This is an optimization exercise on Yosys and OpenROAD, whose aim is small area, a short achievable clock period and few clock cycles, not a production implementation.
No run shown here included a check of the RTL's function; only the layout flow was run.

File: flow/run.sh
#!/bin/bash
# synth_recipe.tcl (not shown) runs the flow's synth.tcl, then flattens the netlist and writes it again
# the make line also repeats each setting of config.mk as NAME=value (left out here)
make -C /OpenROAD-flow-scripts/flow DESIGN_CONFIG=/design/flow/config.mk WORK_HOME=/design/flow/orfs CLKGATE_MAP_FILE= SYNTH_SCRIPT=/design/flow/synth_recipe.tcl finish
File: flow/config.mk
export PLATFORM = sky130hd
export DESIGN_NAME = huffman
export DESIGN_NICKNAME = huffman
export VERILOG_FILES = /design/flow/design.v
export SDC_FILE = /design/flow/constraint.sdc
export NUM_CORES = 4
export LEC_CHECK = 0
export CAP_MARGIN = 20
export CORE_MARGIN = 2
export CORE_UTILIZATION = 40
export SETUP_SLACK_MARGIN = 3.3
export SLEW_MARGIN = 20
File: flow/constraint.sdc
create_clock -name core_clock -period 6.0 [get_ports {clk}]
set_input_delay 1.2000 -clock core_clock [delete_from_list [all_inputs] [get_ports {clk}]]
set_output_delay 1.2000 -clock core_clock [all_outputs]
set_load 0.01 [all_outputs]
File: flow/design.v
module freq_counter #(
	parameter int NUM_SYMBOLS = 6,
	parameter int CNT_W       = 8,
	parameter int SAMPLE_W    = 8
) (
	input  logic                               clk,
	input  logic                               reset,
	input  logic                               gray_valid,
	input  logic [SAMPLE_W-1:0]                gray_data,
	output logic [NUM_SYMBOLS-1:0][CNT_W-1:0]  cnt,
	output logic                               cnt_valid,
	output logic                               burst_end     
);
	localparam logic CNT_IDLE    = 1'b0;
	localparam logic CNT_RECEIVE = 1'b1;
	logic state;
	assign burst_end = (state == CNT_RECEIVE) && !gray_valid;
	always_ff @(posedge clk) begin
		if (reset) begin
			state     <= CNT_IDLE;
			cnt_valid <= 1'b0;
		end else begin
			cnt_valid <= burst_end;
			if (gray_valid)
				state <= CNT_RECEIVE;
			else
				state <= CNT_IDLE;
		end
	end
	always_ff @(posedge clk) begin
		for (int k = 0; k < NUM_SYMBOLS; k++) begin
			if (gray_valid) begin
				if (state == CNT_IDLE)
					cnt[k] <= (gray_data == SAMPLE_W'(k + 1)) ? CNT_W'(1) : '0;
				else if (gray_data == SAMPLE_W'(k + 1))
					cnt[k] <= cnt[k] + CNT_W'(1);
			end
		end
	end
endmodule
module count_sorter #(
	parameter int NUM_SYMBOLS = 6,
	parameter int CNT_W       = 8,
	parameter int IDX_W       = 3
) (
	input  logic [NUM_SYMBOLS-1:0][CNT_W-1:0]  cnt,
	output logic [NUM_SYMBOLS-1:0][CNT_W-1:0]  init_cnt,    
	output logic [NUM_SYMBOLS-1:0][IDX_W-1:0]  init_pos     
);
	always_comb begin
		init_cnt[NUM_SYMBOLS-1] = cnt[0];
		init_pos[0]             = IDX_W'(NUM_SYMBOLS - 1);
		for (int k = 1; k < NUM_SYMBOLS; k++) begin
			init_cnt[k - 1] = cnt[k];
			init_pos[k]     = IDX_W'(k - 1);
		end
	end
endmodule
module tree_merger #(
	parameter int NUM_SYMBOLS = 6,
	parameter int CNT_W       = 8,
	parameter int IDX_W       = 3
) (
	input  logic                                    clk,
	input  logic                                    reset,
	input  logic                                    load,          
	input  logic [NUM_SYMBOLS-1:0][CNT_W-1:0]       init_cnt,
	input  logic [NUM_SYMBOLS-1:0][IDX_W-1:0]       init_pos,
	output logic                                    merge,         
	output logic                                    last,          
	output logic [NUM_SYMBOLS-1:0]                  sym_a,         
	output logic [NUM_SYMBOLS-1:0]                  sym_b,         
	output logic [NUM_SYMBOLS-1:0]                  sym_c,         
	output logic                                    c_first        
);
	localparam int N          = NUM_SYMBOLS;
	localparam int SORT_STEPS = N - 1;
	localparam int STEPS      = SORT_STEPS + N - 2;    
	logic [N-1:0][CNT_W-1:0]  e;
	logic [N-1:0][N-1:0]      at;       
	logic [STEPS-1:0]         run;      
	logic                     sorting;
	logic                     sort_next;    
	logic [CNT_W-1:0]         x;            
	logic [N+1:0]             lt;           
	logic [N+1:0][CNT_W-1:0]  ex;           
	logic [N-1:0]             ins;          
	logic [N-1:0]             head;         
	logic [CNT_W-1:0]         u;
	logic [CNT_W-1:0]         v;
	logic [CNT_W-1:0]         sum_uv;
	logic [CNT_W-1:0]         sum_ux;
	logic                     take_uv;
	assign sorting   = run[STEPS - SORT_STEPS];
	assign sort_next = run[STEPS - SORT_STEPS + 1];
	assign u      = sorting ? e[1] : e[2];
	assign v      = sorting ? e[2] : e[3];
	assign sum_uv = u + v;
	assign sum_ux = u + x;
	assign take_uv = sorting ? lt[2] : lt[3];
	always_comb begin
		for (int p = 0; p < N + 2; p++)
			ex[p] = (p < N) ? e[p] : '1;
		lt = '0;
		for (int p = 1; p < N; p++)
			lt[p] = (e[p] < x)
				|| (p <= SORT_STEPS - 1 && run[STEPS - SORT_STEPS + p]);    
		lt[0] = 1'b1;
		if (!sorting)
			lt[1] = 1'b1;
		for (int q = 0; q < N; q++)
			ins[q] = sorting ? (lt[q] && !lt[q + 1]) : (lt[q + 1] && !lt[q + 2]);
		for (int k = 0; k < N; k++) begin
			sym_a[k] = at[k][0];
			sym_b[k] = at[k][1];
			sym_c[k] = at[k][2];
			head[k]  = at[k][0] || (!sorting && at[k][1]);
		end
	end
	assign merge   = run[0] && !sorting;
	assign last    = run[0] && !run[1];
	assign c_first = lt[2];
	always_ff @(posedge clk) begin
		if (reset)
			run <= '0;
		else if (load)
			run <= '1;
		else
			run <= run >> 1;
	end
	always_ff @(posedge clk) begin
		if (load)
			x <= init_cnt[0];
		else if (sort_next)
			x <= lt[1] ? e[1] : x;
		else
			x <= ({CNT_W{take_uv}} & sum_uv) | ({CNT_W{!take_uv}} & sum_ux);
	end
	always_ff @(posedge clk) begin
		if (load) begin
			e <= init_cnt;
			for (int k = 0; k < N; k++)
				at[k] <= N'(1) << init_pos[k];
		end else begin
			for (int q = 0; q < N; q++) begin
				if (sorting) begin
					if (lt[q + 1])
						e[q] <= ex[q + 1];
					else if (lt[q])
						e[q] <= x;
					else
						e[q] <= ex[q];
				end else begin
					if (lt[q + 2])
						e[q] <= ex[q + 2];
					else if (lt[q + 1])
						e[q] <= x;
					else
						e[q] <= ex[q + 1];
				end
			end
			for (int k = 0; k < N; k++) begin
				for (int q = 0; q < N; q++) begin
					if (sorting)
						at[k][q] <= (q + 1 < N && at[k][q + 1] && lt[q + 1])
						         || (q >= 1 && at[k][q] && !lt[q])
						         || (head[k] && ins[q]);
					else
						at[k][q] <= (q + 2 < N && at[k][q + 2] && lt[q + 2])
						         || (q >= 1 && q + 1 < N && at[k][q + 1] && !lt[q + 1])
						         || (head[k] && ins[q]);
				end
			end
		end
	end
endmodule
module code_builder #(
	parameter int NUM_SYMBOLS = 6,
	parameter int CODE_W      = 8
) (
	input  logic                                    clk,
	input  logic                                    reset,
	input  logic                                    start,         
	input  logic                                    merge,
	input  logic                                    last,
	input  logic [NUM_SYMBOLS-1:0]                  sym_a,
	input  logic [NUM_SYMBOLS-1:0]                  sym_b,
	input  logic [NUM_SYMBOLS-1:0]                  sym_c,
	input  logic                                    c_first,
	output logic [NUM_SYMBOLS-1:0][CODE_W-1:0]      hc,
	output logic [NUM_SYMBOLS-1:0][CODE_W-1:0]      m,
	output logic                                    code_valid
);
	localparam int LEN_W = NUM_SYMBOLS - 1;
	logic [NUM_SYMBOLS-1:0][LEN_W-1:0] hc_q;
	logic [NUM_SYMBOLS-1:0][LEN_W-1:0] m_q;
	logic [NUM_SYMBOLS-1:0][LEN_W-1:0] nxt;     
	always_comb begin
		for (int s = 0; s < NUM_SYMBOLS; s++) begin
			hc[s]  = CODE_W'(hc_q[s]);
			m[s]   = CODE_W'(m_q[s]);
			nxt[s] = ~m_q[s] & {m_q[s][LEN_W-2:0], 1'b1};
		end
	end
	always_ff @(posedge clk) begin
		if (reset)
			code_valid <= 1'b0;
		else
			code_valid <= last;
	end
	always_ff @(posedge clk) begin
		for (int s = 0; s < NUM_SYMBOLS; s++) begin
			if (start) begin
				hc_q[s] <= '0;
				m_q[s]  <= '0;
			end else if (merge) begin
				if (last && (sym_a[s] || sym_b[s])) begin
					hc_q[s] <= hc_q[s] | (sym_a[s] ? nxt[s] : '0)
					                   | (c_first ? '0 : {nxt[s][LEN_W-2:0], 1'b0});
					m_q[s]  <= {m_q[s][LEN_W-3:0], 2'b11};
				end else if (last && sym_c[s]) begin
					hc_q[s] <= hc_q[s] | (c_first ? nxt[s] : '0);
					m_q[s]  <= {m_q[s][LEN_W-2:0], 1'b1};
				end else if (!last && (sym_a[s] || sym_b[s])) begin
					hc_q[s] <= hc_q[s] | (sym_a[s] ? nxt[s] : '0);
					m_q[s]  <= {m_q[s][LEN_W-2:0], 1'b1};
				end
			end
		end
	end
endmodule
module huffman (
	input  logic        clk,
	input  logic        reset,
	input  logic        gray_valid,
	input  logic [7:0]  gray_data,
	output logic        cnt_valid,
	output logic [47:0] cnt,           
	output logic        code_valid,
	output logic [47:0] hc,            
	output logic [47:0] m              
);
	localparam int NUM_SYMBOLS = 6;
	localparam int CNT_W       = 8;
	localparam int CODE_W      = 8;
	localparam int SAMPLE_W    = 8;
	localparam int IDX_W       = 3;
	logic                                    burst_end;
	logic [NUM_SYMBOLS-1:0][CNT_W-1:0]       init_cnt;
	logic [NUM_SYMBOLS-1:0][IDX_W-1:0]       init_pos;
	logic                                    merge;
	logic                                    last;
	logic [NUM_SYMBOLS-1:0]                  sym_a;
	logic [NUM_SYMBOLS-1:0]                  sym_b;
	logic [NUM_SYMBOLS-1:0]                  sym_c;
	logic                                    c_first;
	freq_counter #(
		.NUM_SYMBOLS (NUM_SYMBOLS),
		.CNT_W       (CNT_W),
		.SAMPLE_W    (SAMPLE_W)
	) freq_counter_i (
		.clk        (clk),
		.reset      (reset),
		.gray_valid (gray_valid),
		.gray_data  (gray_data),
		.cnt        (cnt),
		.cnt_valid  (cnt_valid),
		.burst_end  (burst_end)
	);
	count_sorter #(
		.NUM_SYMBOLS (NUM_SYMBOLS),
		.CNT_W       (CNT_W),
		.IDX_W       (IDX_W)
	) count_sorter_i (
		.cnt        (cnt),
		.init_cnt (init_cnt),
		.init_pos   (init_pos)
	);
	tree_merger #(
		.NUM_SYMBOLS (NUM_SYMBOLS),
		.CNT_W       (CNT_W),
		.IDX_W       (IDX_W)
	) tree_merger_i (
		.clk        (clk),
		.reset      (reset),
		.load       (burst_end),
		.init_cnt (init_cnt),
		.init_pos   (init_pos),
		.merge      (merge),
		.last       (last),
		.sym_a      (sym_a),
		.sym_b      (sym_b),
		.sym_c      (sym_c),
		.c_first    (c_first)
	);
	code_builder #(
		.NUM_SYMBOLS (NUM_SYMBOLS),
		.CODE_W      (CODE_W)
	) code_builder_i (
		.clk        (clk),
		.reset      (reset),
		.start      (burst_end),
		.merge      (merge),
		.last       (last),
		.sym_a      (sym_a),
		.sym_b      (sym_b),
		.sym_c      (sym_c),
		.c_first    (c_first),
		.hc         (hc),
		.m          (m),
		.code_valid (code_valid)
	);
endmodule
==> results of run 1 <==
## worst max-delay path, stage by stage, from the launching register on
cell	delay (ns)
edfxtp_1	0.51
clkinvlp_4	0.29
ha_4	0.29
a2111oi_4	0.42
o32ai_4	0.16
buf_6	0.15
mux2i_4	0.26
buf_12	0.17
mux2i_2	0.22
a21oi_1	0.08
## routing by layer
layer,GRT usage,up-vias,share of wire
li1,-,5673,-
met4,0.109,0,0.043
met1,0.310,5763,0.43
met3,0.0267,91,0.057
met5,0,-,0
met2,0.392,439,0.47
## cell families after synthesis
group | synth area share
simple gates | 0.194
compound gates | 0.242
flops | 0.373
buf+inv | 0.0624
fa+ha+maj | 0.0577
xor+xnor | 0.0326
mux | 0.0377
other cells | 0.000595
## through the flow
| stage | hold WS (ns) | util | setup WS [ns] | std cells |
|---|---|---|---|---|
| after floorplan | 0.416 | - | 3.25 | 1486 |
| after global placement | 0.418 | 0.448 | 2.41 | 1895 |
| after detailed placement | 0.429 | 0.449 | 2.35 | 1896 |
| after CTS | 0.440 | 0.511 | 3.17 | 2029 |
| after global routing | 0.482 | 0.533 | 3.11 | 2057 |
| final | 0.441 | 0.533 | 3.17 | 2057 |
## synthesized netlist by cell type, types with 17 or more instances
library cell / number
nand3_1: 50
nor2_1: 148
nor3_1: 35
edfxtp_1: 64
clkbuf_1: 65
and3_1: 18
and2_1: 45
xnor2_1: 33
mux2i_1: 25
mux2_2: 17
nor2b_1: 20
dfxtp_1: 139
a21oi_1: 81
a311oi_1: 21
a31oi_1: 30
o21ai_0: 47
ha_1: 55
buf_4: 38
a211oi_1: 27
buf_2: 17
nand2_1: 148
inv_1: 32
o31ai_1: 17
## layout make-up
class                   instances  area, µm²
fillers                      2844      14600
multi-input cells            1131       8110
flip-flops and latches        203       4740
repair buffers                245       2420
clock buffers                  38        764
well taps                     402        503
inverters                      33        130
clock inverters                 5       26.3
## worst max-delay path by stage
stage,from,end,slack [ns]
after detailed placement,gray_valid,tree_merger_i.at[7],2.35
after global routing,flop,tree_merger_i.at[19],3.11
after global placement,gray_valid,tree_merger_i.at[7],2.41
after floorplan,tree_merger_i.run[4],flop,3.25
final,flop,flop,3.17
after CTS,flop,flop,3.17
## flip-flops by register name (all words and copies together), names as in the netlist, named ones only
register / cells
freq_counter_i.cnt: 48
tree_merger_i.at: 36
tree_merger_i.e: 32
code_builder_i.hc_q: 30
code_builder_i.m_q: 30
tree_merger_i.run: 9
code_builder_i.code_valid: 1
freq_counter_i.state: 1
## cells in the final DEF, fill, tap and decap left out, types with 11 or more instances in the layout
master           synthesis  final
nand3_1                 50     46
clkdlybuf4s50_1          0     91
dfxtp_1                139    120
and2_1                  45     44
a21oi_1                 81     68
mux2i_1                 25     21
a21o_1                  12     11
o31ai_1                 17     11
buf_6                    4     13
nor2b_1                 20     17
buf_4                   38     98
and3_1                  18     18
a211oi_1                27     24
nor2_1                 148    144
nand2_1                148    145
conb_1                   2     44
nand2b_1                15     14
a311oi_1                21     18
o211ai_1                12     12
a31oi_1                 30     29
clkbuf_16                0     25
ha_1                    55     47
dfxtp_2                  0     16
nor3_1                  35     29
o21ai_0                 47     39
dlymetal6s2s_1           0     19
o22ai_1                 16     15
mux2_2                  17     17
edfxtp_1                64     64
a221oi_1                16     14
inv_1                   32     25
xnor2_1                 33     33
xor2_1                  14     14
## repair_timing
item	CTS	global route
cloned	7	2
buffers inserted	83	26
setup endpoints to repair	262	185
pin swaps	22	35
gates resized for setup	104	98
==> flow_summary_export.csv, run 1 <==
group,metric,value,unit
synth,synth.top_cell.area_share,0.221,
worst_setup_path,path_class,"reg2reg",
synth,synth_edf_count,64,
global_route,track_usage,0.237,
cts,clock-sinks,203,
worst_setup_path,r2r_cells,9,
worst_setup_path,arrival,3.08,ns
final_layout,post-route-cell-area,16700,µm²
floorplan,die_w,182,µm
floorplan,initial_core_util,0.403,
sta,hold_viol_final,0,
synth,synth_area,12600,µm²
routing,drt_wl_total,40700,µm
synth,ys_types,89,
synth,synth_top_cell_by_area,"dfxtp_1",
floorplan,core,31300,µm²
sta,fin_crit_sh,0.472,
routing,viasPerCell,5.82,
min_path,hold_end,"tree_merger_i.run[1]",
synth,synthTopCellsByArea,"dfxtp_1 22%, edfxtp_1 15%, ha_1 5.5%",
routing,wire_per_inst,19.8,µm
final_layout,area_growth,32.4,%
placed_design,dp_hpwl,25300,µm
floorplan,die_y,182,µm
cts,cts_buffer_depth,3,
routing,dr.pass1.iters,5,
cts,ctsHoldBuffers,0,
global_route,grt_pass1_wl,62800,µm
routing,drcViolationCount,0,
cts,cts_buffers,24,
floorplan,die_area,33000,µm²
floorplan,num_rows,65,
worst_setup_path,endpoint_kind,"flop",
global_route,grt_max_degree,59,
routing,drt-initial-drc-count,837,
final_layout,n_antenna_cell,0,
sta,rsz0062_at_grt,"true",
sta,relSlewSlack,0.421,
synth,synthArstFlopShare,0,
sta,setup_viol,0,
flow_run,cap_viol_max_count,0,
sta,fin_worst_skew,0.0167,ns
worst_setup_path,crit_fanout,6,
synth,ys_seq_elements,203,
synth,synth-seq-area-share,0.373,
min_path,whs_path_depth,2,
routing,num_vias,11966,
worst_setup_path,reg2reg_slack,3.17,ns
global_route,grt-ovfl-total,0,
worst_setup_path,crit_path_start_kind,"flop",
synth,yosysWarnings,9,
cts,insertion_delay,0.53,ns
global_route,grt_pass1_vias,11267,
sta,max_slew.worst_pin.slew,0.867,ns
synth,synthFlopType,"dfxtp_1",
cts,clockRootBuffer,"clkbuf_16",
global_route,grt_antenna_before_repair,0,
cts,cts_tree,"yes",
final_layout,drive_gt1_frac,0.208,
sta,min_period,2.83,ns
sta,fin_tns_setup,0,ns
floorplan,ioPinCount,157,
synth,synth.avg_cell_area,8.73,µm²
placed_design,port_buffers,120,
sta,fmax,0.353,GHz
routing,ant_nets,0,
worst_setup_path,worst_ep_required_time,6.25,ns
min_path,hp-class,"reg2reg",
sta,slew_viol_final,0,
outcome,status,"complete, no violations",
min_path,min_from,"tree_merger_i.run[2]",
placed_design,gp_congestion,0.858,
cts,path_clk_slew,0.06,ns
synth,postSynthCellCount,1444,
placed_design,placed_area,14100,µm²
final_layout,final_nets,1706,
cts,htreeDepth,1,
==> run 2, diff against run 1 <==
--- a/flow/design.v
+++ b/flow/design.v
@@ -81,22 +81,13 @@
 	logic [STEPS-1:0]         run;      
 	logic                     sorting;
-	logic                     sort_next;    
-	logic [CNT_W-1:0]         x;            
-	logic [N+1:0]             lt;           
-	logic [N+1:0][CNT_W-1:0]  ex;           
-	logic [N-1:0]             ins;          
-	logic [N-1:0]             head;         
-	logic [CNT_W-1:0]         u;
-	logic [CNT_W-1:0]         v;
-	logic [CNT_W-1:0]         sum_uv;
-	logic [CNT_W-1:0]         sum_ux;
-	logic                     take_uv;
-	assign sorting   = run[STEPS - SORT_STEPS];
-	assign sort_next = run[STEPS - SORT_STEPS + 1];
-	assign u      = sorting ? e[1] : e[2];
-	assign v      = sorting ? e[2] : e[3];
-	assign sum_uv = u + v;
-	assign sum_ux = u + x;
-	assign take_uv = sorting ? lt[2] : lt[3];
+	logic [CNT_W-1:0]         addend;
+	logic [CNT_W-1:0]         x;        
+	logic [N+1:0]             lt;       
+	logic [N+1:0][CNT_W-1:0]  ex;       
+	logic [N-1:0]             ins;      
+	logic [N-1:0]             head;     
+	assign sorting = run[STEPS - SORT_STEPS];
+	assign addend  = sorting ? CNT_W'(0) : e[1];
+	assign x       = e[0] + addend;
 	always_comb begin
 		for (int p = 0; p < N + 2; p++)
@@ -104,5 +95,5 @@
 		lt = '0;
 		for (int p = 1; p < N; p++)
-			lt[p] = (e[p] < x)
+			lt[p] = less_than_sum(e[p], e[0], addend)
 				|| (p <= SORT_STEPS - 1 && run[STEPS - SORT_STEPS + p]);    
 		lt[0] = 1'b1;
@@ -130,12 +121,4 @@
 	end
 	always_ff @(posedge clk) begin
-		if (load)
-			x <= init_cnt[0];
-		else if (sort_next)
-			x <= lt[1] ? e[1] : x;
-		else
-			x <= ({CNT_W{take_uv}} & sum_uv) | ({CNT_W{!take_uv}} & sum_ux);
-	end
-	always_ff @(posedge clk) begin
 		if (load) begin
 			e <= init_cnt;
@@ -174,4 +157,16 @@
 		end
 	end
+	function automatic logic less_than_sum(logic [CNT_W-1:0] w, logic [CNT_W-1:0] a,
+	                                       logic [CNT_W-1:0] b);
+		logic [CNT_W:0] s;
+		logic [CNT_W:0] c;
+		logic [CNT_W:0] wn;
+		logic [CNT_W+1:0] t;
+		wn = {1'b1, ~w};
+		s  = {1'b0, a} ^ {1'b0, b} ^ wn;
+		c  = ({1'b0, a} & {1'b0, b}) | ({1'b0, a} & wn) | ({1'b0, b} & wn);
+		t  = {1'b0, s} + {c, 1'b0};
+		less_than_sum = t[CNT_W + 1];
+	endfunction
 endmodule
 module code_builder #(
--- a/flow/config.mk
+++ b/flow/config.mk
@@ -6,7 +6,8 @@
 export NUM_CORES = 4
 export LEC_CHECK = 0
+export ABC_CLOCK_PERIOD_IN_PS = 2500
 export CAP_MARGIN = 20
 export CORE_MARGIN = 2
 export CORE_UTILIZATION = 40
-export SETUP_SLACK_MARGIN = 3.3
+export SETUP_SLACK_MARGIN = 3.5
 export SLEW_MARGIN = 20
==> run 2 against run 1 <==
  * Area after synthesis decreased by 2.4%
  * Register-to-register slack worse by 0.53 ns
  * Die area decreased by 2.3%
  * Final cell count rose by 2.8%
  * Largest cell class unchanged
==> flow_summary_export.csv, run 2 <==
group,metric,value,unit
worst_setup_path,reg2reg_slack,2.64,ns
worst_setup_path,crit_path_start_kind,"flop",
sta,min_period,3.36,ns
synth,synth_edf_count,48,
routing,ant_nets,0,
cts,clockRootBuffer,"clkbuf_16",
sta,relSlewSlack,0.329,
min_path,whs_path_depth,2,
cts,path_clk_slew,0.06,ns
global_route,grt-ovfl-total,0,
floorplan,die_y,179,µm
synth,ys_types,73,
final_layout,n_antenna_cell,0,
sta,fin_crit_sh,0.560,
synth,synth-seq-area-share,0.369,
sta,slew_viol_final,0,
synth,synth_top_cell_by_area,"dfxtp_1",
synth,synthFlopType,"dfxtp_1",
synth,ys_seq_elements,203,
sta,fin_worst_skew,0.0283,ns
floorplan,die_area,32200,µm²
worst_setup_path,worst_ep_required_time,6.40,ns
global_route,grt_max_degree,77,
routing,wire_per_inst,21.7,µm
cts,cts_buffer_depth,3,
sta,fmax,0.298,GHz
worst_setup_path,regToRegStartpoint,"tree_merger_i.run[4]",
sta,rsz0062_at_grt,"true",
worst_setup_path,endpoint_kind,"flop",
worst_setup_path,critPathMaxStageDelay,0.49,ns
routing,drt-initial-drc-count,1291,
worst_setup_path,arrival,3.76,ns
final_layout,top_regs,"freq_counter_i.cnt: 48 flops, tree_merger_i.e: 48 flops, tree_merger_i.at: 36 flops",
sta,setup_viol,0,
synth,postSynthCellCount,1429,
sta,max_slew.worst_pin.slew,1.00,ns
routing,dr.pass1.iters,5,
worst_setup_path,crit_slowest_cell,"fa_1",
final_layout,instances_no_fill,2114,
sta,hold_viol_final,0,
cts,insertion_delay,0.54,ns
flow_run,cap_viol_max_count,0,
worst_setup_path,path_class,"reg2reg",
final_layout,final_cell_mix,"132 x dfxtp_1, 128 x nor2_1, 121 x nand2_1",
worst_setup_path,r2r_cells,14,
synth,synthArstFlopShare,0,
worst_setup_path,crit_fanout,6,
global_route,grt_pass1_vias,11884,
floorplan,die_w,179,µm
placed_design,dp_hpwl,25900,µm
floorplan,initial_core_util,0.405,
floorplan,ioPinCount,157,
outcome,status,"complete, no violations",
cts,htreeDepth,1,
global_route,track_usage,0.255,
min_path,min_from,"tree_merger_i.run[2]",
final_layout,n_fill_cell,2466,
floorplan,core,30400,µm²
synth,synthTopCellsByCount,"155 x dfxtp_1, 147 x nand2_1, 135 x nor2_1",
synth,synth_area,12300,µm²
placed_design,port_buffers,120,
synth,synth.top_cell.area_share,0.252,
sta,fin_tns_setup,0,ns
synth,yosysWarnings,9,
synth,synth.avg_cell_area,8.61,µm²
final_layout,mostFrequentLayoutCell,"dfxtp_1",
cts,ctsHoldBuffers,0,
final_layout,drive_gt1_frac,0.299,
cts,clock-sinks,203,
min_path,hp-class,"reg2reg",
routing,drt_wl_total,45900,µm
global_route,grt_pass1_wl,66500,µm
placed_design,gp_congestion,0.902,
floorplan,num_rows,64,
cts,cts_tree,"yes",
cts,cts_buffers,24,
final_layout,final_nets,1793,
final_layout,area_growth,47.8,%
routing,viasPerCell,5.91,
min_path,hold_end,"tree_merger_i.run[1]",
worst_setup_path,worstReg2RegEnd,"tree_merger_i.e[19]",
routing,num_vias,12502,
placed_design,placed_cells,1880,
worst_setup_path,crit_chain,"buf_8 -> nor2b_4 -> inv_4 -> fa_1 -> inv_2 -> ha_4 -> nand4b_1 -> a21oi_2 -> nor4_4 -> o21ai_4 -> buf_6 -> mux2i_2 -> a21oi_1 -> a221o_1",
routing,drcViolationCount,0,
synth,synthTopCellsByArea,"dfxtp_1 25%, edfxtp_1 12%, fa_1 5.9%",
synth,synth_most_common_cell,"dfxtp_1",
global_route,grt_antenna_before_repair,0,
run 2: changes by cell type in the layout (fill, tap and decap cells not counted), moves of 23 or more:
cell,change
dlygate4sd2_1,+100
clkdlybuf4s50_1,-86
buf_6,+49
inv_1,+40
fa_1,+34
nand2_1,-24
nor3_1,-23
o21ai_1,+23
run 2: worst max-delay path: cells and delay by family, from the launching register on:
kind | cells | cell delay, ns
buffers and inverters | 4 | 0.49
AO/OA/AOI/OAI | 4 | 0.93
multiplexers | 1 | 0.25
flip-flops | 1 | 0.40
adder cells (fa/ha/maj) | 2 | 0.75
AND/OR/NAND/NOR | 3 | 0.38
run 2: layout make-up:
cell class	instances	area [µm²]	share of cell area
Clock buffer	28	636	0.0349
Sequential cell	203	4580	0.252
Clock inverter	14	133	0.00729
Multi-Input combinational cell	1073	8790	0.483
Timing Repair Buffer	324	3270	0.180
Inverter	76	288	0.0158
Tap cell	396	495	0.0272
run 2: metrics by stage:
step	instance area, µm²	setup WS, ns	util	hold WS, ns
global placement	13900	1.87	0.458	0.428
floorplan	12800	2.34	-	0.416
CTS	16900	2.83	0.555	0.444
finish	18200	2.64	0.598	0.438
detailed placement	13900	1.76	0.458	0.441
global route	18200	2.58	0.598	0.490
run 2: repair_timing:
action / 4_1_cts / 5_1_grt
endpoints found under the setup margin: 311 / 190
gates resized for setup: 370 / 180
gates cloned: 11 / 5
pin swaps: 129 / 116
setup buffers: 138 / 38
run 2: cells by family (layout without fill, tap and decap cells):
kind of cell,count (synthesis),count (layout),share of synthesized area
multiplexers,34,34,0.0279
flip-flops,203,203,0.369
adder cells (fa/ha/maj),80,80,0.103
AO/OA/AOI/OAI,409,412,0.222
AND/OR/NAND/NOR,467,471,0.177
buffers and inverters,195,442,0.0725
other,1,36,0.000305
XOR/XNOR,40,40,0.0285
run 2: worst max path at each step:
stage / start / end / slack [ns] / cells past startpoint
5_1_grt: tree_merger_i.run[4] / tree_merger_i.e[20] / 2.58 / 14
3_3_place_gp: tree_merger_i.run[4] / code_builder_i.hc_q[17] / 1.87 / 13
3_5_place_dp: tree_merger_i.run[4] / code_builder_i.hc_q[17] / 1.76 / 13
4_1_cts: tree_merger_i.run[4] / tree_merger_i.e[16] / 2.83 / 13
6_report: tree_merger_i.run[4] / tree_merger_i.e[19] / 2.64 / 14
2_1_floorplan: tree_merger_i.run[4] / tree_merger_i.e[3] / 2.34 / 14
run 2: per-layer routing:
layer  up-vias  routed length (µm)  track usage
met5         -                   0            0
met4         0                2300       0.0972
met3       168                4070       0.0407
met2       697               20400        0.399
met1      6007               19200        0.353
li1       5630                   -            -
==> run 3, diff against run 2 <==
--- a/flow/config.mk
+++ b/flow/config.mk
@@ -6,8 +6,7 @@
 export NUM_CORES = 4
 export LEC_CHECK = 0
-export ABC_CLOCK_PERIOD_IN_PS = 2500
 export CAP_MARGIN = 20
 export CORE_MARGIN = 2
 export CORE_UTILIZATION = 40
-export SETUP_SLACK_MARGIN = 3.5
+export SETUP_SLACK_MARGIN = 2.3
 export SLEW_MARGIN = 20
==> run 3 against run 2 <==
  * Core utilization decreased by 11 points
  * Largest cell class unchanged
  * Critical path depth decreased by 1
  * Highest routed layer unchanged
==> flow_summary_export.csv, run 3 <==
group,metric,value,unit
sta,fin_crit_sh,0.599,
synth,synth.avg_cell_area,8.61,µm²
final_layout,instances_no_fill,1949,
worst_setup_path,crit_chain,"nor2b_2 -> inv_2 -> fa_1 -> inv_1 -> ha_1 -> nand4_1 -> nand2_1 -> nor4_4 -> o21ai_4 -> buf_4 -> a41o_1 -> a311oi_2 -> nor2_1",
cts,path_clk_slew,0.06,ns
synth,synthTopCellsByArea,"dfxtp_1 25%, edfxtp_1 12%, fa_1 5.9%",
floorplan,core,30400,µm²
final_layout,final_nets,1627,
sta,slew_viol_final,0,
global_route,grt_max_degree,79,
worst_setup_path,worst_ep_required_time,6.41,ns
floorplan,die_w,179,µm
cts,htreeDepth,1,
routing,ant_nets,0,
placed_design,port_buffers,120,
sta,hold_viol_final,0,
synth,ys_seq_elements,203,
sta,fmax,0.278,GHz
final_layout,top_regs,"freq_counter_i.cnt: 48 flops, tree_merger_i.e: 48 flops, tree_merger_i.at: 36 flops",
sta,min_period,3.59,ns
cts,cts_tree,"yes",
routing,drt-initial-drc-count,1067,
worst_setup_path,critPathMaxStageDelay,0.57,ns
synth,ys_types,73,
synth,synth_top_cell_by_area,"dfxtp_1",
synth,synth_area,12300,µm²
worst_setup_path,endpoint_kind,"flop",
synth,synth_most_common_cell,"dfxtp_1",
worst_setup_path,crit_slowest_cell,"nor4_4",
floorplan,initial_core_util,0.405,
synth,synth.top_cell.area_share,0.252,
global_route,grt_pass1_wl,59000,µm
worst_setup_path,crit_fanout,20,
placed_design,dp_hpwl,25200,µm
global_route,grt-ovfl-total,0,
cts,insertion_delay,0.53,ns
synth,synthFlopType,"dfxtp_1",
floorplan,die_y,179,µm
final_layout,n_antenna_cell,0,
sta,setup_viol,0,
synth,synth-seq-area-share,0.369,
routing,drcViolationCount,0,
floorplan,num_rows,64,
synth,synthTopCellsByCount,"155 x dfxtp_1, 147 x nand2_1, 135 x nor2_1",
cts,cts_buffer_depth,3,
sta,relSlewSlack,0.302,
sta,hold-worst-slack,0.442,ns
global_route,track_usage,0.224,
cts,clockRootBuffer,"clkbuf_16",
sta,rsz0062_at_grt,"false",
final_layout,drive_gt1_frac,0.0779,
worst_setup_path,cp-startpoint,"tree_merger_i.run[4]",
routing,num_vias,10996,
final_layout,area_growth,21.2,%
final_layout,final_util,0.490,
routing,wire_per_inst,18.9,µm
routing,dr.pass1.iters,5,
final_layout,mostFrequentLayoutCell,"dfxtp_1",
outcome,status,"complete, no violations",
floorplan,die_area,32200,µm²
worst_setup_path,arrival,4.00,ns
placed_design,gp_congestion,0.863,
global_route,grt_pass1_vias,10403,
min_path,min_from,"tree_merger_i.run[3]",
synth,postSynthCellCount,1429,
final_layout,n_fill_cell,2873,
global_route,grt_antenna_before_repair,0,
cts,clock-sinks,203,
cts,cts_buffers,24,
sta,fin_worst_skew,0.0144,ns
worst_setup_path,crit_path_start_kind,"flop",
placed_design,placed_cells,1879,
worst_setup_path,critPathTopFamily,"simple AND/OR/NAND/NOR gates",
floorplan,ioPinCount,157,
synth,synthArstFlopShare,0,
sta,fin_tns_setup,0,ns
final_layout,final_cell_mix,"153 x dfxtp_1, 145 x nand2_1, 131 x nor2_1",
synth,yosysWarnings,9,
worst_setup_path,path_class,"reg2reg",
worst_setup_path,crit_buf_inv,3,
flow_run,cap_viol_max_count,0,
cts,ctsHoldBuffers,0,
min_path,hp-class,"reg2reg",
routing,viasPerCell,5.64,
worst_setup_path,regToRegStartpoint,"tree_merger_i.run[4]",
synth,synth_edf_count,48,
sta,max_slew.worst_pin.slew,1.05,ns
routing,drt_wl_total,36800,µm
==> run 3: cell count changes in the layout (fill, tap and decap cells not counted), moves of 13 or more <==
cell	before	now
buf_12	19	0
dlygate4sd2_1	109	0
a21oi_4	13	0
o21ai_0	37	62
buf_4	107	38
buf_6	62	2
nand2_2	14	1
nand2_1	121	145
clkdlybuf4s50_1	5	120
mux2i_1	17	32
a21oi_1	55	91
dfxtp_1	132	153
dfxtp_2	19	1
a21oi_2	27	4
==> run 3: what timing repair did <==
item | in CTS | in global routing
setup endpoints to repair | 96 | 94
gates resized for setup | 17 | 21
gates cloned | 3 | 1
endpoints found under the hold margin | 0 | 0
pin swaps | 5 | 5
setup buffers | 12 | 11
==> run 3: layer usage <==
metal	track usage	share of wire	up-vias
li1	-	-	5269
met1	0.335	0.47	5288
met2	0.334	0.43	373
met3	0.0340	0.071	66
met4	0.0621	0.027	0
met5	0	0	-
==> run 3: final cells by class <==
| class | count | area, µm² | share of cell area |
|---|---|---|---|
| multi-input combinational | 1070 | 7280 | 0.488 |
| sequential | 203 | 4550 | 0.305 |
| timing repair buffer | 161 | 1510 | 0.101 |
| clock buffer | 33 | 664 | 0.0445 |
| tap | 396 | 495 | 0.0332 |
| inverter | 76 | 285 | 0.0191 |
| clock inverter | 10 | 131 | 0.00881 |
==> run 3: per-stage QoR <==
step	cell area (µm²)	setup slack [ns]
after global placement	13700	2.00
after CTS	14700	2.28
final	14900	2.41
after floorplan	12500	2.30
after detailed placement	13700	1.90
after global routing	14900	2.28
==> run 3: worst reg2reg max path, stage by stage (launching register included) <==
cell,delay (ns)
dfxtp_4,0.44
nor2b_2,0.21
inv_2,0.12
fa_1,0.55
inv_1,0.04
ha_1,0.31
nand4_1,0.09
nand2_1,0.09
nor4_4,0.57
o21ai_4,0.19
buf_4,0.21
a41o_1,0.28
a311oi_2,0.30
nor2_1,0.07
==> run 3: logic make-up (layout without fill, tap and decap cells) <==
| logic type | after synthesis | in the layout | share of synthesized area |
|---|---|---|---|
| AOI/OAI and AO/OA | 409 | 412 | 0.222 |
| DFF | 203 | 203 | 0.369 |
| and+or+nand+nor | 467 | 468 | 0.177 |
| buffers and inverters | 195 | 280 | 0.0725 |
| muxes | 34 | 34 | 0.0279 |
| adders and majority gates | 80 | 80 | 0.103 |
| xor gates and xnor gates | 40 | 40 | 0.0285 |
| other | 1 | 36 | 0.000305 |
==> run 3: path summary, 6_finish.rpt <==
| path | end | slack [ns] | depth (start not counted) |
|---|---|---|---|
| worst min-delay path | tree_merger_i.run[2] | 0.44 | 2 |
| worst max-delay path | code_builder_i.hc_q[29] | 2.41 | 13 |
| worst min register to register | tree_merger_i.run[2] | 0.44 | 2 |
| worst max register to register | code_builder_i.hc_q[29] | 2.41 | 13 |
==> run 4, diff against run 3 <==
--- a/flow/config.mk
+++ b/flow/config.mk
@@ -9,4 +9,4 @@
 export CORE_MARGIN = 2
 export CORE_UTILIZATION = 40
-export SETUP_SLACK_MARGIN = 2.3
+export SETUP_SLACK_MARGIN = 2.8
 export SLEW_MARGIN = 20
==> run 4 against run 3 <==
  * Non-clock buffer count increased by 74
  * Sequential share of layout area shrank 3.1 points
  * Die area unchanged
  * Global-route usage is 1.0 points higher
  * Clock skew rose by 0.016 ns
  * Area after synthesis is the same
  * Highest routed layer unchanged
  * Largest cell class unchanged
==> flow_summary_export.csv, run 4 <==
group,metric,value,unit
outcome,status,"complete, no violations",
synth,synthFlopType,"dfxtp_1",
worst_setup_path,worst_ep_required_time,6.38,ns
min_path,min_from,"tree_merger_i.run[2]",
global_route,track_usage,0.234,
final_layout,mostFrequentLayoutCell,"dfxtp_1",
final_layout,drive_gt1_frac,0.193,
sta,rsz0062_at_grt,"true",
synth,synth_top_cell_by_area,"dfxtp_1",
cts,cts_tree,"yes",
floorplan,initial_core_util,0.405,
synth,postSynthCellCount,1429,
final_layout,n_fill_cell,2694,
synth,synth_edf_count,48,
worst_setup_path,crit_path_start_kind,"flop",
floorplan,die_y,179,µm
flow_run,cap_viol_max_count,0,
worst_setup_path,r2r_cells,12,
sta,hold_viol_final,0,
cts,ctsHoldBuffers,0,
cts,clockRootBuffer,"clkbuf_16",
placed_design,port_buffers,120,
final_layout,final_cell_mix,"151 x dfxtp_1, 136 x nand2_1, 126 x nor2_1",
worst_setup_path,crit_fanout,7,
sta,fin_tns_setup,0,ns
placed_design,gp_congestion,0.886,
sta,relSlewSlack,0.309,
routing,drt_wl_total,40300,µm
final_layout,final_nets,1700,
routing,dr.pass1.iters,6,
placed_design,dp_hpwl,25700,µm
final_layout,top_regs,"freq_counter_i.cnt: 48 flops, tree_merger_i.e: 48 flops, tree_merger_i.at: 36 flops",
min_path,hp-class,"reg2reg",
cts,cts_buffers,23,
sta,fin_crit_sh,0.562,
floorplan,num_rows,64,
cts,clock-sinks,203,
routing,ant_nets,0,
sta,slew_viol_final,0,
routing,wire_per_inst,19.9,µm
floorplan,die_area,32200,µm²
cts,path_clk_slew,0.06,ns
synth,synth_most_common_cell,"dfxtp_1",
synth,ys_types,73,
floorplan,core,30400,µm²
synth,synth.top_cell.area_share,0.252,
global_route,grt_pass1_wl,61100,µm
sta,max_slew.worst_pin.slew,1.03,ns
cts,insertion_delay,0.53,ns
global_route,grt_pass1_vias,10874,
routing,viasPerCell,5.76,
worst_setup_path,worstReg2RegEnd,"tree_merger_i.e[3]",
sta,setup_viol,0,
synth,synth.avg_cell_area,8.61,µm²
min_path,whs_path_depth,2,
cts,cts_buffer_depth,3,
synth,synthTopCellsByCount,"155 x dfxtp_1, 147 x nand2_1, 135 x nor2_1",
synth,synth-seq-area-share,0.369,
min_path,hold_end,"tree_merger_i.run[1]",
floorplan,ioPinCount,157,
worst_setup_path,endpoint_kind,"flop",
routing,drt-initial-drc-count,1317,
final_layout,n_antenna_cell,0,
routing,num_vias,11638,
sta,min_period,3.37,ns
sta,fin_worst_skew,0.0305,ns
global_route,grt_antenna_before_repair,0,
global_route,grt_max_degree,60,
worst_setup_path,regToRegStartpoint,"tree_merger_i.run[4]",
synth,ys_seq_elements,203,
worst_setup_path,reg2reg_slack,2.63,ns
synth,synth_area,12300,µm²
final_layout,area_growth,35.1,%
worst_setup_path,arrival,3.75,ns
synth,yosysWarnings,9,
final_layout,final_util,0.546,
worst_setup_path,path_class,"reg2reg",
synth,synthArstFlopShare,0,
synth,synthTopCellsByArea,"dfxtp_1 25%, edfxtp_1 12%, fa_1 5.9%",
cts,htreeDepth,1,
sta,fmax,0.297,GHz
floorplan,die_w,179,µm
routing,drcViolationCount,0,
global_route,grt-ovfl-total,0,
run 4: metrics by stage:
stage	area, µm²	hold WS [ns]	std cells	setup WS [ns]
2_1_floorplan	12700	0.416	1464	2.34
3_3_place_gp	13900	0.427	1883	1.97
3_5_place_dp	13900	0.436	1884	1.90
4_1_cts	15700	0.450	1990	2.68
5_1_grt	16600	0.478	2021	2.51
6_report	16600	0.446	2021	2.63
run 4: logic make-up (layout without fill, tap and decap cells):
family,count (synthesis),after routing,synth area share
adders and majority gates,80,80,0.103
AOI/OAI and AO/OA,409,410,0.222
muxes,34,34,0.0279
DFF,203,203,0.369
xor gates and xnor gates,40,40,0.0285
other,1,36,0.000305
buffers and inverters,195,352,0.0725
and+or+nand+nor,467,470,0.177
run 4: worst max path at each step:
stage,end,from
5_1_grt,tree_merger_i.e[7],tree_merger_i.run[4]
2_1_floorplan,tree_merger_i.e[3],tree_merger_i.run[4]
4_1_cts,tree_merger_i.e[3],tree_merger_i.run[4]
6_report,tree_merger_i.e[3],tree_merger_i.run[4]
3_3_place_gp,tree_merger_i.e[32],tree_merger_i.run[4]
3_5_place_dp,code_builder_i.hc_q[17],tree_merger_i.run[4]
run 4: cell type report:
type,instances,area [µm²],area share
inverters,76,293,0.0176
repair buffers,235,2370,0.143
clock buffers,33,653,0.0393
flip-flops and latches,203,4550,0.274
clock inverters,8,144,0.00865
multi-input cells,1070,8120,0.488
well taps,396,495,0.0298
run 4: metal layers:
layer / global-route usage / vias up / routed length [µm] / share of wire
met3: 0.0515 / 83 / 3540 / 0.088
met4: 0.0745 / 0 / 1140 / 0.028
li1: - / 5424 / - / -
met1: 0.331 / 5664 / 17800 / 0.44
met2: 0.357 / 467 / 17800 / 0.44
met5: 0 / - / 0 / 0
run 4: timing repair:
action / 4_1_cts / 5_1_grt
setup buffers: 58 / 31
resized for setup: 97 / 151
cloned: 7 / 0
setup endpoints to repair: 137 / 118
pin swaps: 37 / 95
run 4: critical path: stages (launching register included):
cell,delay (ns)
dfxtp_4,0.38
buf_6,0.15
nor2_4,0.12
fa_1,0.42
ha_2,0.18
or4b_4,0.49
or3_4,0.35
a211oi_4,0.24
or2_4,0.22
buf_6,0.12
mux2_4,0.29
a22oi_1,0.14
o21ai_1,0.11
==> run 5, diff against run 4 <==
--- a/flow/design.v
+++ b/flow/design.v
@@ -74,20 +74,17 @@
 	output logic                                    c_first        
 );
-	localparam int N          = NUM_SYMBOLS;
-	localparam int SORT_STEPS = N - 1;
-	localparam int STEPS      = SORT_STEPS + N - 2;    
+	localparam int N         = NUM_SYMBOLS;
+	localparam int SORT_STEPS = NUM_SYMBOLS - 1;
 	logic [N-1:0][CNT_W-1:0]  e;
-	logic [N-1:0][N-1:0]      at;       
-	logic [STEPS-1:0]         run;      
+	logic [N-1:0][IDX_W-1:0]  pos;      
+	logic [3:0]               step;     
+	logic                     active;
 	logic                     sorting;
-	logic [CNT_W-1:0]         addend;
 	logic [CNT_W-1:0]         x;        
 	logic [N+1:0]             lt;       
 	logic [N+1:0][CNT_W-1:0]  ex;       
-	logic [N-1:0]             ins;      
-	logic [N-1:0]             head;     
-	assign sorting = run[STEPS - SORT_STEPS];
-	assign addend  = sorting ? CNT_W'(0) : e[1];
-	assign x       = e[0] + addend;
+	logic [IDX_W-1:0]         slot;
+	assign sorting = (step < 4'(SORT_STEPS));
+	assign x       = e[0] + (sorting ? CNT_W'(0) : e[1]);
 	always_comb begin
 		for (int p = 0; p < N + 2; p++)
@@ -95,35 +92,39 @@
 		lt = '0;
 		for (int p = 1; p < N; p++)
-			lt[p] = less_than_sum(e[p], e[0], addend)
-				|| (p <= SORT_STEPS - 1 && run[STEPS - SORT_STEPS + p]);    
+			lt[p] = (e[p] < x)
+				|| (sorting && (p + int'(step) <= SORT_STEPS - 1));    
 		lt[0] = 1'b1;
 		if (!sorting)
 			lt[1] = 1'b1;
-		for (int q = 0; q < N; q++)
-			ins[q] = sorting ? (lt[q] && !lt[q + 1]) : (lt[q + 1] && !lt[q + 2]);
+		slot = '0;
+		for (int p = 2; p < N; p++)
+			slot = slot + IDX_W'(lt[p]);
+		if (sorting)
+			slot = slot + IDX_W'(lt[1]);
 		for (int k = 0; k < N; k++) begin
-			sym_a[k] = at[k][0];
-			sym_b[k] = at[k][1];
-			sym_c[k] = at[k][2];
-			head[k]  = at[k][0] || (!sorting && at[k][1]);
-		end
-	end
-	assign merge   = run[0] && !sorting;
-	assign last    = run[0] && !run[1];
+			sym_a[k] = (pos[k] == IDX_W'(0));
+			sym_b[k] = (pos[k] == IDX_W'(1));
+			sym_c[k] = (pos[k] == IDX_W'(2));
+		end
+	end
+	assign merge   = active && !sorting;
+	assign last    = active && (step == 4'(SORT_STEPS + NUM_SYMBOLS - 3));
 	assign c_first = lt[2];
 	always_ff @(posedge clk) begin
-		if (reset)
-			run <= '0;
-		else if (load)
-			run <= '1;
-		else
-			run <= run >> 1;
+		if (reset) begin
+			active <= 1'b0;
+		end else if (load) begin
+			active <= 1'b1;
+		end else if (last) begin
+			active <= 1'b0;
+		end
 	end
 	always_ff @(posedge clk) begin
 		if (load) begin
-			e <= init_cnt;
-			for (int k = 0; k < N; k++)
-				at[k] <= N'(1) << init_pos[k];
+			e    <= init_cnt;
+			pos  <= init_pos;
+			step <= '0;
 		end else begin
+			step <= step + 4'd1;
 			for (int q = 0; q < N; q++) begin
 				if (sorting) begin
@@ -144,29 +145,11 @@
 			end
 			for (int k = 0; k < N; k++) begin
-				for (int q = 0; q < N; q++) begin
-					if (sorting)
-						at[k][q] <= (q + 1 < N && at[k][q + 1] && lt[q + 1])
-						         || (q >= 1 && at[k][q] && !lt[q])
-						         || (head[k] && ins[q]);
-					else
-						at[k][q] <= (q + 2 < N && at[k][q + 2] && lt[q + 2])
-						         || (q >= 1 && q + 1 < N && at[k][q + 1] && !lt[q + 1])
-						         || (head[k] && ins[q]);
-				end
-			end
-		end
-	end
-	function automatic logic less_than_sum(logic [CNT_W-1:0] w, logic [CNT_W-1:0] a,
-	                                       logic [CNT_W-1:0] b);
-		logic [CNT_W:0] s;
-		logic [CNT_W:0] c;
-		logic [CNT_W:0] wn;
-		logic [CNT_W+1:0] t;
-		wn = {1'b1, ~w};
-		s  = {1'b0, a} ^ {1'b0, b} ^ wn;
-		c  = ({1'b0, a} & {1'b0, b}) | ({1'b0, a} & wn) | ({1'b0, b} & wn);
-		t  = {1'b0, s} + {c, 1'b0};
-		less_than_sum = t[CNT_W + 1];
-	endfunction
+				if (pos[k] == IDX_W'(0) || (!sorting && pos[k] == IDX_W'(1)))
+					pos[k] <= slot;
+				else
+					pos[k] <= pos[k] - (sorting ? IDX_W'(1) : IDX_W'(2)) + IDX_W'(!lt[pos[k]]);
+			end
+		end
+	end
 endmodule
 module code_builder #(
--- a/flow/config.mk
+++ b/flow/config.mk
@@ -6,7 +6,8 @@
 export NUM_CORES = 4
 export LEC_CHECK = 0
+export ABC_CLOCK_PERIOD_IN_PS = 3000
 export CAP_MARGIN = 20
 export CORE_MARGIN = 2
 export CORE_UTILIZATION = 40
-export SETUP_SLACK_MARGIN = 2.8
+export SETUP_SLACK_MARGIN = 3.0
 export SLEW_MARGIN = 20
==> run 5 against run 4 <==
  * First-iteration DRC count is 41% lower
  * Fmax shrank 38%
  * Critical path type unchanged
  * Clock-buffer cell count is 16 lower
  * Design area shrank 3.4%
  * Area after synthesis fell by 5.1%
  * Sequential share of layout area is 1.7 points lower
  * Routed wire length decreased by 12%
  * Via count decreased by 8.4%
  * Critical path depth rose by 15
  * Highest routed layer unchanged
==> flow_summary_export.csv, run 5 <==
group,metric,value,unit
synth,synth.top_cell.area_share,0.230,
floorplan,initial_core_util,0.407,
synth,synth-seq-area-share,0.353,
worst_setup_path,crit_fanout,6,
sta,slew_viol_final,0,
floorplan,ioPinCount,157,
floorplan,num_rows,62,
global_route,track_usage,0.220,
sta,fmax,0.185,GHz
final_layout,area_growth,37.5,%
sta,hold_viol_final,0,
worst_setup_path,arrival,5.77,ns
cts,insertion_delay,0.45,ns
routing,viasPerCell,5.62,
global_route,grt_pass1_vias,10294,
final_layout,top_regs,"freq_counter_i.cnt: 48 flops, tree_merger_i.e: 48 flops",
worst_setup_path,path_class,"reg2reg",
synth,synth_top_cell_by_area,"dfxtp_1",
global_route,grt_pass1_wl,54400,µm
global_route,grt-busiest-layer,"met2",
min_path,hp-class,"reg2reg",
cts,cts_buffers,17,
routing,drcViolationCount,0,
synth,synthTopCellsByArea,"dfxtp_1 23%, edfxtp_1 12%, ha_1 7.2%",
global_route,use_met1,0.287,
global_route,grt-ovfl-total,0,
sta,max_slew.worst_pin.slew,1.12,ns
cts,cts_tree,"yes",
flow_run,cap_viol_max_count,0,
floorplan,core,28700,µm²
worst_setup_path,endpoint_kind,"flop",
cts,path_clk_slew,0.08,ns
synth,synth.avg_cell_area,8.86,µm²
placed_design,placed_cells,1770,
synth,postSynthCellCount,1318,
sta,fin_worst_skew,0.0176,ns
routing,ant_nets,0,
synth,synth_most_common_cell,"dfxtp_1",
routing,drt-initial-drc-count,782,
placed_design,dp_hpwl,22300,µm
final_layout,drive_gt1_frac,0.235,
final_layout,final_cell_mix,"132 x dfxtp_1, 121 x nor2_1, 120 x clkdlybuf4s50_1",
routing,dr.pass1.iters,5,
sta,min_period,5.40,ns
global_route,grt_antenna_before_repair,0,
cts,clock-sinks,182,
final_layout,n_antenna_cell,0,
sta,setup_viol,0,
floorplan,die_w,175,µm
worst_setup_path,crit_path_start_kind,"flop",
final_layout,mostFrequentLayoutCell,"dfxtp_1",
synth,synth_area,11700,µm²
placed_design,gp_congestion,0.884,
final_layout,instances_no_fill,1897,
global_route,met2_usage,0.371,
sta,rsz0062_at_grt,"true",
routing,num_vias,10666,
synth,ys_seq_elements,182,
synth,synthArstFlopShare,0,
sta,fin_tns_setup,0,ns
cts,clockRootBuffer,"clkbuf_16",
placed_design,port_buffers,120,
floorplan,die_y,175,µm
sta,fin_crit_sh,0.900,
sta,hold-worst-slack,0.448,ns
synth,synthTopCellsByCount,"134 x dfxtp_1, 133 x nor2_1, 90 x a21oi_1",
synth,ys_types,83,
worst_setup_path,reg2reg_slack,0.60,ns
final_layout,final_nets,1587,
global_route,use_met3,0.0305,
global_route,grt_max_degree,52,
floorplan,die_area,30600,µm²
routing,wire_per_inst,18.6,µm
worst_setup_path,worst_ep_required_time,6.37,ns
sta,relSlewSlack,0.235,
final_layout,n_fill_cell,2486,
routing,drt_wl_total,35300,µm
cts,htreeDepth,4,
cts,cts_buffer_depth,2,
synth,yosysWarnings,4,
synth,synthFlopType,"dfxtp_1",
synth,synth_edf_count,48,
outcome,status,"complete, no violations",
cts,ctsHoldBuffers,0,
==> run 5: cell types whose count changed after synthesis, sizes merged, moves of 18 or more <==
cell,delta
nand2,-62
inv,-36
a31oi,-31
mux2i,+30
a211oi,+28
fa,-27
ha,+23
o21ai,-23
dfxtp,-21
a22o,-20
clkbuf,-18
==> run 5: metrics by stage <==
step / cell area, µm² / utilization / setup WS, ns
2_1_floorplan: 12000 / - / 0.129
3_3_place_gp: 13200 / 0.460 / 0.378
3_5_place_dp: 13200 / 0.460 / 0.251
4_1_cts: 15200 / 0.530 / 0.685
5_1_grt: 16100 / 0.560 / 0.393
6_report: 16100 / 0.560 / 0.603
==> run 5: routing by layer <==
metal  share of wire  vias to the layer above
met5               0                        -
met1            0.45                     5184
met2            0.48                      335
met4           0.022                        0
li1                -                     5091
met3           0.046                       56
==> run 5: final timing paths <==
check / from / to / cells after the start
setup / recovery: tree_merger_i.step[0] / tree_merger_i.pos[1] / 27
hold / removal: code_builder_i.hc_q[20] / code_builder_i.hc_q[20] / 2
setup reg to reg: tree_merger_i.step[0] / tree_merger_i.pos[1] / 27
hold reg to reg: code_builder_i.hc_q[20] / code_builder_i.hc_q[20] / 2
==> run 5: layout make-up <==
class / instances / area (µm²) / share of cell area
Sequential cell: 182 / 4130 / 0.257
Clock inverter: 15 / 214 / 0.0133
Multi-Input combinational cell: 1018 / 8050 / 0.501
Timing Repair Buffer: 241 / 2600 / 0.162
Tap cell: 384 / 480 / 0.0299
Inverter: 40 / 160 / 0.00997
Clock buffer: 17 / 425 / 0.0265
==> run 5: cell families (layout without fill, tap and decap cells) <==
group	Yosys count	in the layout	share of synthesized area
AOI/OAI and AO/OA	350	350	0.207
xor gates and xnor gates	58	58	0.0441
adders and majority gates	79	79	0.0900
buffers and inverters	154	313	0.0677
DFF	182	182	0.353
muxes	67	67	0.0583
other	1	36	0.000321
and+or+nand+nor	427	428	0.179
==> run 5: worst max-delay path: stages (launching register included) <==
cell and delay [ns]:
dfxtp_4 0.36, inv_4 0.06, ha_4 0.14, inv_2 0.03
a21o_4 0.23, and2_4 0.17, ha_4 0.16, fa_2 0.34
a21o_1 0.18, a21oi_2 0.19, xnor2_2 0.15, inv_2 0.11
buf_4 0.15, buf_6 0.11, ha_4 0.21, a21oi_2 0.15
o21ai_2 0.08, maj3_2 0.35, o2111ai_4 0.10, and2_4 0.22
inv_4 0.05, fa_1 0.57, inv_2 0.05, ha_4 0.15
fa_2 0.54, mux2i_4 0.10, buf_4 0.16, a211oi_1 0.20
==> run 5: what timing repair did <==
action / CTS / global route
resized for setup: 174 / 105
pin swaps: 62 / 48
gates cloned: 5 / 2
endpoints found under the setup margin: 146 / 150
setup buffers: 55 / 33
==> run 6, diff against run 5 <==
--- a/flow/config.mk
+++ b/flow/config.mk
@@ -6,8 +6,8 @@
 export NUM_CORES = 4
 export LEC_CHECK = 0
-export ABC_CLOCK_PERIOD_IN_PS = 3000
+export ABC_CLOCK_PERIOD_IN_PS = 2500
 export CAP_MARGIN = 20
 export CORE_MARGIN = 2
 export CORE_UTILIZATION = 40
-export SETUP_SLACK_MARGIN = 3.0
+export SETUP_SLACK_MARGIN = 3.5
 export SLEW_MARGIN = 20
==> run 6 against run 5 <==
  * Still clean on timing, DRC and antenna
  * Design area up 4.5%
  * First-iteration DRC count is 4.3% lower
  * Via count grew 4.1%
  * Setup slack got worse by 0.031 ns
==> flow_summary_export.csv, run 6 <==
group,metric,value,unit
global_route,grt_pass1_vias,10391,
sta,min_period,5.43,ns
worst_setup_path,crit_path_start_kind,"flop",
final_layout,drive_gt1_frac,0.305,
cts,cts_buffers,17,
global_route,grt_antenna_before_repair,0,
sta,relSlewSlack,0.401,
placed_design,gp_congestion,0.870,
floorplan,die_area,30600,µm²
synth,synthArstFlopShare,0,
worst_setup_path,crit_slowest_cell,"fa_2",
routing,num_vias,11108,
cts,clock-sinks,182,
synth,synthTopCellsByCount,"134 x dfxtp_1, 133 x nor2_1, 90 x a21oi_1",
cts,cts_tree,"yes",
routing,wire_per_inst,18.8,µm
synth,synth-seq-area-share,0.353,
worst_setup_path,cpMostUsedCell,"ha_4",
cts,cts_buffer_depth,2,
synth,synth_most_common_cell,"dfxtp_1",
synth,synthFlopType,"dfxtp_1",
final_layout,n_fill_cell,2461,
routing,drt-initial-drc-count,748,
sta,fin_crit_sh,0.905,
final_layout,final_util,0.585,
floorplan,ioPinCount,157,
routing,drcViolationCount,0,
final_layout,multi_input_area,8200,µm²
worst_setup_path,crit_fanout,6,
synth,synth_edf_count,48,
sta,fmax,0.184,GHz
worst_setup_path,regToRegStartpoint,"tree_merger_i.step[0]",
global_route,track_usage,0.229,
flow_run,cap_viol_max_count,0,
global_route,grt_pass1_wl,56000,µm
min_path,hp-class,"reg2reg",
min_path,hold_end,"code_builder_i.hc_q[23]",
final_layout,top_regs,"freq_counter_i.cnt: 48 flops, tree_merger_i.e: 48 flops",
worst_setup_path,critPathMaxStageDelay,0.54,ns
floorplan,num_rows,62,
final_layout,post-route-cell-area,16800,µm²
synth,synth_area,11700,µm²
placed_design,port_buffers,120,
synth,synthTopCellsByArea,"dfxtp_1 23%, edfxtp_1 12%, ha_1 7.2%",
cts,clockRootBuffer,"clkbuf_16",
cts,insertion_delay,0.45,ns
synth,postSynthCellCount,1318,
floorplan,core,28700,µm²
cts,path_clk_slew,0.08,ns
min_path,whs_path_depth,2,
final_layout,area_growth,43.7,%
synth,ys_types,83,
synth,ys_seq_elements,182,
sta,setup_viol,0,
sta,max_slew.worst_pin.slew,0.876,ns
sta,fin_worst_skew,0.0132,ns
placed_design,dp_hpwl,22000,µm
floorplan,initial_core_util,0.407,
synth,yosysWarnings,4,
final_layout,final_nets,1669,
min_path,min_from,"code_builder_i.hc_q[23]",
sta,fin_tns_setup,0,ns
worst_setup_path,worst_ep_required_time,6.37,ns
global_route,grt_max_degree,79,
global_route,grt-ovfl-total,0,
synth,synth.top_cell.area_share,0.230,
synth,synth.avg_cell_area,8.86,µm²
final_layout,mostFrequentLayoutCell,"buf_4",
synth,synth_top_cell_by_area,"dfxtp_1",
sta,slew_viol_final,0,
worst_setup_path,endpoint_kind,"flop",
final_layout,register_area,4160,µm²
sta,hold-worst-slack,0.451,ns
floorplan,die_y,175,µm
placed_design,placed_area,13300,µm²
final_layout,final_cell_mix,"136 x buf_4, 129 x nor2_1, 110 x dfxtp_1",
routing,drt_wl_total,37200,µm
floorplan,die_w,175,µm
worst_setup_path,reg2reg_slack,0.57,ns
worst_setup_path,arrival,5.80,ns
outcome,status,"complete, no violations",
worst_setup_path,r2r_cells,27,
sta,rsz0062_at_grt,"true",
routing,viasPerCell,5.61,
routing,ant_nets,0,
worst_setup_path,path_class,"reg2reg",
cts,htreeDepth,4,
sta,hold_viol_final,0,
worst_setup_path,worstReg2RegEnd,"tree_merger_i.pos[7]",
routing,dr.pass1.iters,5,
run 6: per-layer routing:
metal | up-vias | track usage | wire (µm)
met2 | 401 | 0.387 | 18000
met1 | 5368 | 0.303 | 16400
li1 | 5273 | - | -
met4 | 0 | 0.0684 | 803
met5 | - | 0 | 0
met3 | 66 | 0.0326 | 2040
run 6: worst max-delay path by stage:
| stage | start | to |
|---|---|---|
| after global routing | tree_merger_i.step[0] | tree_merger_i.pos[13] |
| after detailed placement | tree_merger_i.step[1] | tree_merger_i.pos[14] |
| final | tree_merger_i.step[0] | tree_merger_i.pos[7] |
| after floorplan | tree_merger_i.step[0] | tree_merger_i.pos[13] |
| after CTS | tree_merger_i.step[0] | tree_merger_i.pos[13] |
| after global placement | tree_merger_i.step[0] | tree_merger_i.pos[17] |
run 6: what timing repair did:
item,in CTS,in global routing
cloned,6,3
resized for setup,297,164
endpoints found under the setup margin,285,159
pin swaps,51,96
hold buffers,0,0
buffers inserted,118,50
run 6: final cells by class:
cell class	count	area share
repair buffers	323	0.188
inverters	40	0.00999
clock buffers	17	0.0253
clock inverters	15	0.0113
flip-flops and latches	182	0.248
well taps	384	0.0286
diodes	1	0.000149
multi-input cells	1018	0.489
run 6: critical path, delay by kind of cell, from the launching register on:
kind / cells / cell delay (ns)
muxes: 1 / 0.12
adders and majority gates: 8 / 2.38
AOI/OAI and AO/OA: 8 / 1.52
xor gates and xnor gates: 1 / 0.17
and+or+nand+nor: 2 / 0.22
buffers and inverters: 7 / 0.55
DFF: 1 / 0.36
run 6: metrics by stage:
stage	worst slack (ns)	instances
floorplan	0.129	1353
global placement	0.421	1770
detailed placement	0.341	1770
CTS	0.689	1926
global route	0.412	1979
finish	0.571	1980
run 6: cell families after synthesis:
group,after synthesis,synth area share
xor gates and xnor gates,58,0.0441
other,1,0.000321
adders and majority gates,79,0.0900
AOI/OAI and AO/OA,350,0.207
muxes,67,0.0583
and+or+nand+nor,427,0.179
buffers and inverters,154,0.0677
DFF,182,0.353

[static timing again, ports no longer ideal]
No port has a modelled driver above. Below, the same layouts with a new extraction and two added sets of constraints.
Step 1: set_driving_cell puts a clkbuf_16 on clk and a buf_2 on each other input, an assumption about the parent block.
Step 2, shift: input delay + t, output delay - t, t = (earliest + latest rising clock arrival at the registers) / 2. This alone moves slack from input paths to output paths.
Slacks: ideal / step 1 / step 2; pairs: ideal / step 1.
run	t, ns	setup WS [ns]	hold slack, ns	worst register clock-pin slew, ns
run 1	0.573	3.167 / 3.167 / 2.725	0.441 / 0.441 / 0.441	0.06 / 0.06
run 2	0.579	2.641 / 2.641 / 2.477	0.438 / 0.438 / 0.438	0.07 / 0.07
run 3	0.568	2.409 / 2.409 / 2.010	0.442 / 0.442 / 0.442	0.06 / 0.06
run 4	0.562	2.629 / 2.629 / 2.420	0.446 / 0.446 / 0.446	0.06 / 0.06
run 5	0.496	0.603 / 0.603 / 0.603	0.448 / 0.448 / 0.448	0.09 / 0.09
run 6	0.493	0.571 / 0.571 / 0.571	0.451 / 0.451 / 0.451	0.08 / 0.08
After both steps setup and hold are still met in every run listed. For run 1, which loses most, drivers alone change the setup slack by 0.000 ns; drivers and shift together by -0.442 ns.
